From an optimization exercise on the open Yosys and OpenROAD flow, aimed at small area and a short achievable clock period; shortcuts taken in it are not production practice. RTL that was checked went through simulation tests only; none was proved equivalent to the original. Power is estimated from default activity; no workload was simulated.

Setup of job 105:
// pdl_ctrl
module pdl_ctrl #(
   parameter int N       = 32,
   parameter int OUT_NUM = 8
) (
   input  logic                 clk,
   input  logic                 reset,
   input  logic                 cfg_valid,
   output logic                 cfg_ready,
   input  logic [7:0]           cfg_addr,
   input  logic [N-1:0]         cfg_data,
   output logic                 cfg_err,
   input  logic                 commit,
   input  logic                 arm,
   input  logic                 abort,
   input  logic                 ext_trigger,
   output logic [OUT_NUM-1:0]   ch_trigger,
   output logic [OUT_NUM*N-1:0] ch_dl,
   output logic [OUT_NUM*N-1:0] ch_wb,
   output logic                 busy,
   output logic                 commit_pending,
   output logic                 done
);
==> module pdl_decode, before the edit <==
module pdl_decode (
   input  logic        cfg_valid,
   input  logic        rst_q,
   input  logic [7:0]  cfg_addr,
   input  logic        reset,
   output logic [19:0] ld,
   output logic [19:0] kp,
   output logic        err
);
   logic [19:0] hit;
   logic        miss;
   pdl_adec u_adec (.cfg_valid(cfg_valid), .cfg_addr(cfg_addr), .hit(hit), .miss(miss));
   pdl_sel  u_sel  (.hit(hit), .miss(miss), .rst_q(rst_q), .reset(reset),
                    .ld(ld), .kp(kp), .err(err));
endmodule
==> module pdl_adec, before the edit <==
module pdl_adec (
   input  logic        cfg_valid,
   input  logic [7:0]  cfg_addr,
   output logic [19:0] hit,
   output logic        miss
);
   logic       g_dl, g_wb, g_cf;
   logic [7:0] lo;
   always_comb begin
      g_dl = cfg_valid & (cfg_addr[7:3] == 5'b00000);
      g_wb = cfg_valid & (cfg_addr[7:3] == 5'b01000);
      g_cf = cfg_valid & (cfg_addr[7:3] == 5'b10000) & ~cfg_addr[2];
      for (int k = 0; k < 8; k++) lo[k] = (cfg_addr[2:0] == 3'(k));
      for (int k = 0; k < 8; k++) begin
         hit[k]     = g_dl & lo[k];
         hit[8 + k] = g_wb & lo[k];
      end
      for (int k = 0; k < 4; k++) hit[16 + k] = g_cf & lo[k];
      miss = cfg_valid & ~(g_dl | g_wb | g_cf);
   end
endmodule
==> module pdl_sel, before the edit <==
module pdl_sel (
   input  logic [19:0] hit,
   input  logic        miss,
   input  logic        rst_q,
   input  logic        reset,
   output logic [19:0] ld,
   output logic [19:0] kp,
   output logic        err
);
   always_comb begin
      ld  = hit & {20{~rst_q & ~reset}};
      kp  = ~hit & {20{~reset}};
      err = miss & ~rst_q & ~reset;
   end
endmodule
Settings: LEC_CHECK=0, CAP_MARGIN=20, CORE_MARGIN=2, CORE_UTILIZATION=60, CTS_CLUSTER_DIAMETER=100, CTS_CLUSTER_SIZE=25, SETUP_SLACK_MARGIN=1.35, SLEW_MARGIN=20, SYNTH_HIERARCHICAL=1, BUFFER_PORTS_ARGS=-buffer_cell sky130_fd_sc_hd__buf_2; clock period 3.4 ns.
standard.sh (not shown) runs the stock make flow with config.mk's settings and CLKGATE_MAP_FILE= SYNTH_SCRIPT=/design/flow/synth_recipe.tcl, a recipe that flattens the netlist after the stock synthesis.
==> flow/flow/run.sh <==
#!/bin/bash
# The standard layout with two changes, both made through config.mk:
#  - buffer_ports uses plain buf_2 cells for the port buffers instead of
#    the delay cells it picks by default;
#  - the slow OR3/OR4 cells are kept out of the combinational logic (they
#    are added to DONT_USE_CELLS; no register cell is affected).
# The make output goes to standard.log in the work folder; ORFS's own
# per-step logs stay under orfs/logs/.
set -euo pipefail
cat >> config.mk <<'EOF'
export BUFFER_PORTS_ARGS = -buffer_cell sky130_fd_sc_hd__buf_2
export DONT_USE_CELLS += sky130_fd_sc_hd__or3_1 sky130_fd_sc_hd__or3_2 sky130_fd_sc_hd__or3_4 sky130_fd_sc_hd__or4_1 sky130_fd_sc_hd__or4_2 sky130_fd_sc_hd__or4_4 sky130_fd_sc_hd__or3b_1 sky130_fd_sc_hd__or3b_2 sky130_fd_sc_hd__or3b_4 sky130_fd_sc_hd__or4b_1 sky130_fd_sc_hd__or4b_2 sky130_fd_sc_hd__or4b_4 sky130_fd_sc_hd__or4bb_1 sky130_fd_sc_hd__or4bb_2 sky130_fd_sc_hd__or4bb_4
EOF
bash standard.sh > standard.log 2>&1
Job 105 was carried through to the last stage, and its layout satisfied the timing, design-rule and antenna checks.
For job 102, these inputs were changed with respect to job 105:
diff --git a/flow/design.v b/flow/design.v
--- a/flow/design.v
+++ b/flow/design.v
@@ -234,46 +234,23 @@
    output logic [19:0] ld,
    output logic [19:0] kp,
    output logic        err
 );
+   logic       wr_en, g_dl, g_wb, g_cf;
+   logic [7:0] lo;
    logic [19:0] hit;
-   logic        miss;
-   pdl_adec u_adec (.cfg_valid(cfg_valid), .cfg_addr(cfg_addr), .hit(hit), .miss(miss));
-   pdl_sel  u_sel  (.hit(hit), .miss(miss), .rst_q(rst_q), .reset(reset),
-                    .ld(ld), .kp(kp), .err(err));
-endmodule
-module pdl_adec (
-   input  logic        cfg_valid,
-   input  logic [7:0]  cfg_addr,
-   output logic [19:0] hit,
-   output logic        miss
-);
-   logic       g_dl, g_wb, g_cf;
-   logic [7:0] lo;
-   always_comb begin
-      g_dl = cfg_valid & (cfg_addr[7:3] == 5'b00000);
-      g_wb = cfg_valid & (cfg_addr[7:3] == 5'b01000);
-      g_cf = cfg_valid & (cfg_addr[7:3] == 5'b10000) & ~cfg_addr[2];
+   always_comb begin
+      wr_en = cfg_valid & ~rst_q;
+      g_dl  = wr_en & (cfg_addr[7:3] == 5'b00000);
+      g_wb  = wr_en & (cfg_addr[7:3] == 5'b01000);
+      g_cf  = wr_en & (cfg_addr[7:3] == 5'b10000) & ~cfg_addr[2];
       for (int k = 0; k < 8; k++) lo[k] = (cfg_addr[2:0] == 3'(k));
       for (int k = 0; k < 8; k++) begin
          hit[k]     = g_dl & lo[k];
          hit[8 + k] = g_wb & lo[k];
       end
       for (int k = 0; k < 4; k++) hit[16 + k] = g_cf & lo[k];
-      miss = cfg_valid & ~(g_dl | g_wb | g_cf);
-   end
-endmodule
-module pdl_sel (
-   input  logic [19:0] hit,
-   input  logic        miss,
-   input  logic        rst_q,
-   input  logic        reset,
-   output logic [19:0] ld,
-   output logic [19:0] kp,
-   output logic        err
-);
-   always_comb begin
-      ld  = hit & {20{~rst_q & ~reset}};
+      ld  = hit & {20{~reset}};
       kp  = ~hit & {20{~reset}};
-      err = miss & ~rst_q & ~reset;
-   end
-endmodule
+      err = ~reset & wr_en & ~(g_dl | g_wb | g_cf);
+   end
+endmodule
--- outcome ---
Job 102 reached the final stage; the timing, design-rule and antenna checks on its layout passed.
The flow did not stop early for job 105: all stages ran, and the layout cleared the timing, design-rule and antenna checks.
In the reports for job 105 and job 102, the larger share of the cycle needed by the critical path after routing belongs to job 102.
In job 102 the count of clock buffers in the final design turned out 1 higher than in job 105.
Compared with job 105, job 102 shows time the worst path needs with I/O delays and setup higher by 0.085 ns.
Compared with job 105, job 102 shows a final worst hold slack that is 0.028 ns higher.
Compared with job 105, job 102 shows a share of the core filled with cells in the final layout that is 0.54 points higher.
Job 102 against job 105: area enclosed by the die boundary went down by 0.39%, number of cells after detailed placement saw little to no change, area growth from synthesis to final layout increased 1.1 points.
Looking at highest clock rate, job 102 sits about 4% below job 105.
Looking only at path length in cells of the critical path, and setting everything else aside, the lower value of job 105 and job 102 goes to job 105.
Looking at type of the worst setup path, the flip-flop to primary output result is from job 105; the flip-flop to flip-flop one comes from job 102.
Design area (higher): job 102
Comparing headroom to the max-slew limit for job 105 and job 102, the smaller number came from job 105.

========
Starting RTL as in the previous note.
Settings: LEC_CHECK=0, CAP_MARGIN=20, CORE_MARGIN=2, CORE_UTILIZATION=70, CTS_CLUSTER_DIAMETER=100, CTS_CLUSTER_SIZE=25, SETUP_SLACK_MARGIN=1.35, SLEW_MARGIN=20, SYNTH_HIERARCHICAL=1, BUFFER_PORTS_ARGS=-buffer_cell sky130_fd_sc_hd__buf_2; clock period 3.4 ns.
Scripts as last shown in full above: flow/flow/run.sh
Edit:
--- a/flow/design.v
+++ b/flow/design.v
@@ -273,7 +273,7 @@
 );
    always_comb begin
       ld  = hit & {20{~rst_q & ~reset}};
-      kp  = ~hit & {20{~reset}};
+      kp  = ~(hit & {20{~rst_q}}) & {20{~reset}};
       err = miss & ~rst_q & ~reset;
    end
 endmodule
Result: The changed run completed with no timing, DRC or antenna violations. Worst hold slack improved by 0.021 ns. Power stays flat. Global-route usage hardly moves. Wire length grows by about 0.5%. Cell count hardly moves. Maximum frequency shrinks by about 4%. Sequential share of layout area grows by 0.22 points. Flip-flop and latch count does not change. First-iteration DRC count shrinks by 8.9%. Clock-buffer cell count shrinks by 2. Design area shrinks by about 0.4%.
The RTL of the second run of this note was laid out without a check of its function.

========
Another version of the RTL of pdl_ctrl (not shown whole).
Size: roughly 5,600 cells after synthesis, about 1,300 flip-flops.
clock: 3.4 ns
lec_check: 0
cap_margin: 20
core_margin: 2
core_utilization: 65
cts_cluster_diameter: 100
cts_cluster_size: 25
setup_slack_margin: 1.5
slew_margin: 20
synth_hierarchical: 1
buffer_ports_args: -buffer_cell sky130_fd_sc_hd__buf_2
Scripts as last shown in full above: flow/flow/run.sh
Change:
--- a/flow/design.v
+++ b/flow/design.v
@@ -65,19 +65,19 @@
    end
    logic st_wait, st_on, st_off;
    logic idle;
    logic timer_one, shot_one;            
    logic last;                           
    logic do_copy;
    logic cp, hd;                         
    assign idle    = ~busy;
    assign do_copy = (commit & (idle | abort | last)) | (commit_pending & (abort | last));
-   assign cp      = do_copy & ~reset & ~rst_q;   
+   assign cp      = do_copy & ~reset;
    assign hd      = ~do_copy & ~reset;
    logic [N-1:0]       act_dl [OUT_NUM];
    logic [N-1:0]       act_wb [OUT_NUM];
    logic [OUT_NUM-1:0] act_mask;
    logic [N-1:0]       act_on, act_off, act_shots;
    always_ff @(posedge clk) begin
       for (int k = 0; k < OUT_NUM; k++) begin
          act_dl[k] <= ({N{cp}} & sh_dl[k]) | ({N{hd}} & act_dl[k]);
          act_wb[k] <= ({N{cp}} & sh_wb[k]) | ({N{hd}} & act_wb[k]);
@@ -117,44 +117,42 @@
       shots_v   = {act_shots[N-1:1], act_shots[0] | shots_one};
    end
    logic run;                            
    logic tload;                          
    assign run   = st_on | st_off;
    assign tload = ~run | timer_one;
    logic [N-1:0] tld, timer_dec;
    logic         tz8, tz16, tz24;
    assign tld = st_on ? off_v : on_v;
-   logic [2:0] tzl, tzd;
-   pdl_tzn u_tzn (.t(timer[23:0]), .l(tld[23:0]), .zl(tzl), .zd(tzd));
    always_comb begin
       for (int i = 0; i < N; i++) begin
          logic brw;
          brw = 1'b1;
          for (int j = (i / 8) * 8; j < i; j++) brw = brw & ~timer[j];
          if (i >= 8  && i < 16) brw = brw & tz8;
          if (i >= 16 && i < 24) brw = brw & tz16;
          if (i >= 24)           brw = brw & tz24;
          timer_dec[i] = timer[i] ^ brw;
       end
    end
    always_ff @(posedge clk) begin
       if (tload) begin
          timer     <= tld;
          timer_one <= st_on ? off_one : on_one;
-         tz8       <= tzl[0];
-         tz16      <= tzl[1];
-         tz24      <= tzl[2];
+         tz8       <= (tld[7:0]  == '0);
+         tz16      <= (tld[15:0] == '0);
+         tz24      <= (tld[23:0] == '0);
       end else begin
          timer     <= timer_dec;
          timer_one <= timer_two;
-         tz8       <= tzd[0];
-         tz16      <= tzd[1];
-         tz24      <= tzd[2];
+         tz8       <= (timer[7:0]  == 8'd1);
+         tz16      <= (timer[15:0] == 16'd1);
+         tz24      <= (timer[23:0] == 24'd1);
       end
    end
    logic       shot_two, z8, z16, z24;
    logic       lz8, lz16, lz24;
    pdl_lowz u_lowz (.v(shot[23:0]), .z8(lz8), .z16(lz16), .z24(lz24));
    logic [N-1:0] shot_dec;
    always_comb begin
       for (int i = 0; i < N; i++) begin
          logic brw;
@@ -268,32 +266,14 @@
    input  logic [19:0] hit,
    input  logic        miss,
    input  logic        rst_q,
    input  logic        reset,
    output logic [19:0] ld,
    output logic [19:0] kp,
    output logic        err
 );
    always_comb begin
-      ld  = hit & {20{~rst_q}};
-      kp  = ~hit & {20{~rst_q}};
+      ld  = hit & {20{~rst_q & ~reset}};
+      kp  = ~hit & {20{~reset}};
       err = miss & ~rst_q & ~reset;
    end
 endmodule
-module pdl_tzn (
-   input  logic [23:0] t,
-   input  logic [23:0] l,
-   output logic [2:0]  zl,
-   output logic [2:0]  zd
-);
-   logic a, b, c, d, e, f;
-   always_comb begin
-      a  = ~|l[7:0];
-      b  = ~|l[15:8];
-      c  = ~|l[23:16];
-      d  = (t[7:0] == 8'd1);
-      e  = ~|t[15:8];
-      f  = ~|t[23:16];
-      zl = {a & b & c, a & b, a};
-      zd = {d & e & f, d & e, d};
-   end
-endmodule
The changed run ran to the end with no violations.
Clock skew grows by 0.0047 ns.
Utilization grows by 1.5 points.
Worst setup slack improves by 0.18 ns.
Global-route usage shrinks by 1.6 points.
Design area shrinks by about a fifth.
Die area shrinks by about a fifth.
Cell count shrinks by a quarter to a third.
Count of clock-buffer cells in the layout shrinks by 2.
Total power shrinks by a few percent.
Area after synthesis shrinks by about a fifth.
Register-to-register slack improves by 0.24 ns.
Function not checked in the first run of this note: the RTL went through the layout flow alone.

-- separate check: timing with driven ports --
The results above use ideal ports. As a check the final layouts listed here were re-extracted and re-timed, cells and wires unchanged.
Step 1 assumes that a clkbuf_16 drives the clock port and a buf_2 every other input.
Step 2 moves the port delays by t, midway between the first and last clock arrival at a register: inputs arrive t later, outputs are due t later. That takes back most of the time a late clock gives input paths.
Slacks: no drivers / after step 1 / after step 2; pairs: no drivers / after step 1.
run	shift t [ns]	setup slack, ns	clock arrival spread, ns	slew at the worst register clock pin (ns)
job 105	0.728	1.364 / 1.294 / 0.757	0.032 / 0.031	0.10 / 0.10
job 102	0.740	1.279 / 1.279 / 0.783	0.040 / 0.040	0.10 / 0.10
the first run of note 2	0.730	1.397 / 1.329 / 0.793	0.022 / 0.022	0.10 / 0.10
the second run of note 2	0.724	1.317 / 1.317 / 0.695	0.036 / 0.036	0.10 / 0.10
the first run of note 3	0.742	1.323 / 1.323 / 0.897	0.021 / 0.021	0.10 / 0.10
the second run of note 3	0.722	1.506 / 1.436 / 0.840	0.022 / 0.021	0.11 / 0.11
After both steps setup and hold are still met in every run listed. The setup slack of the second run of note 3, which loses most, moves by -0.070 ns with the drivers and by -0.666 ns with both steps.
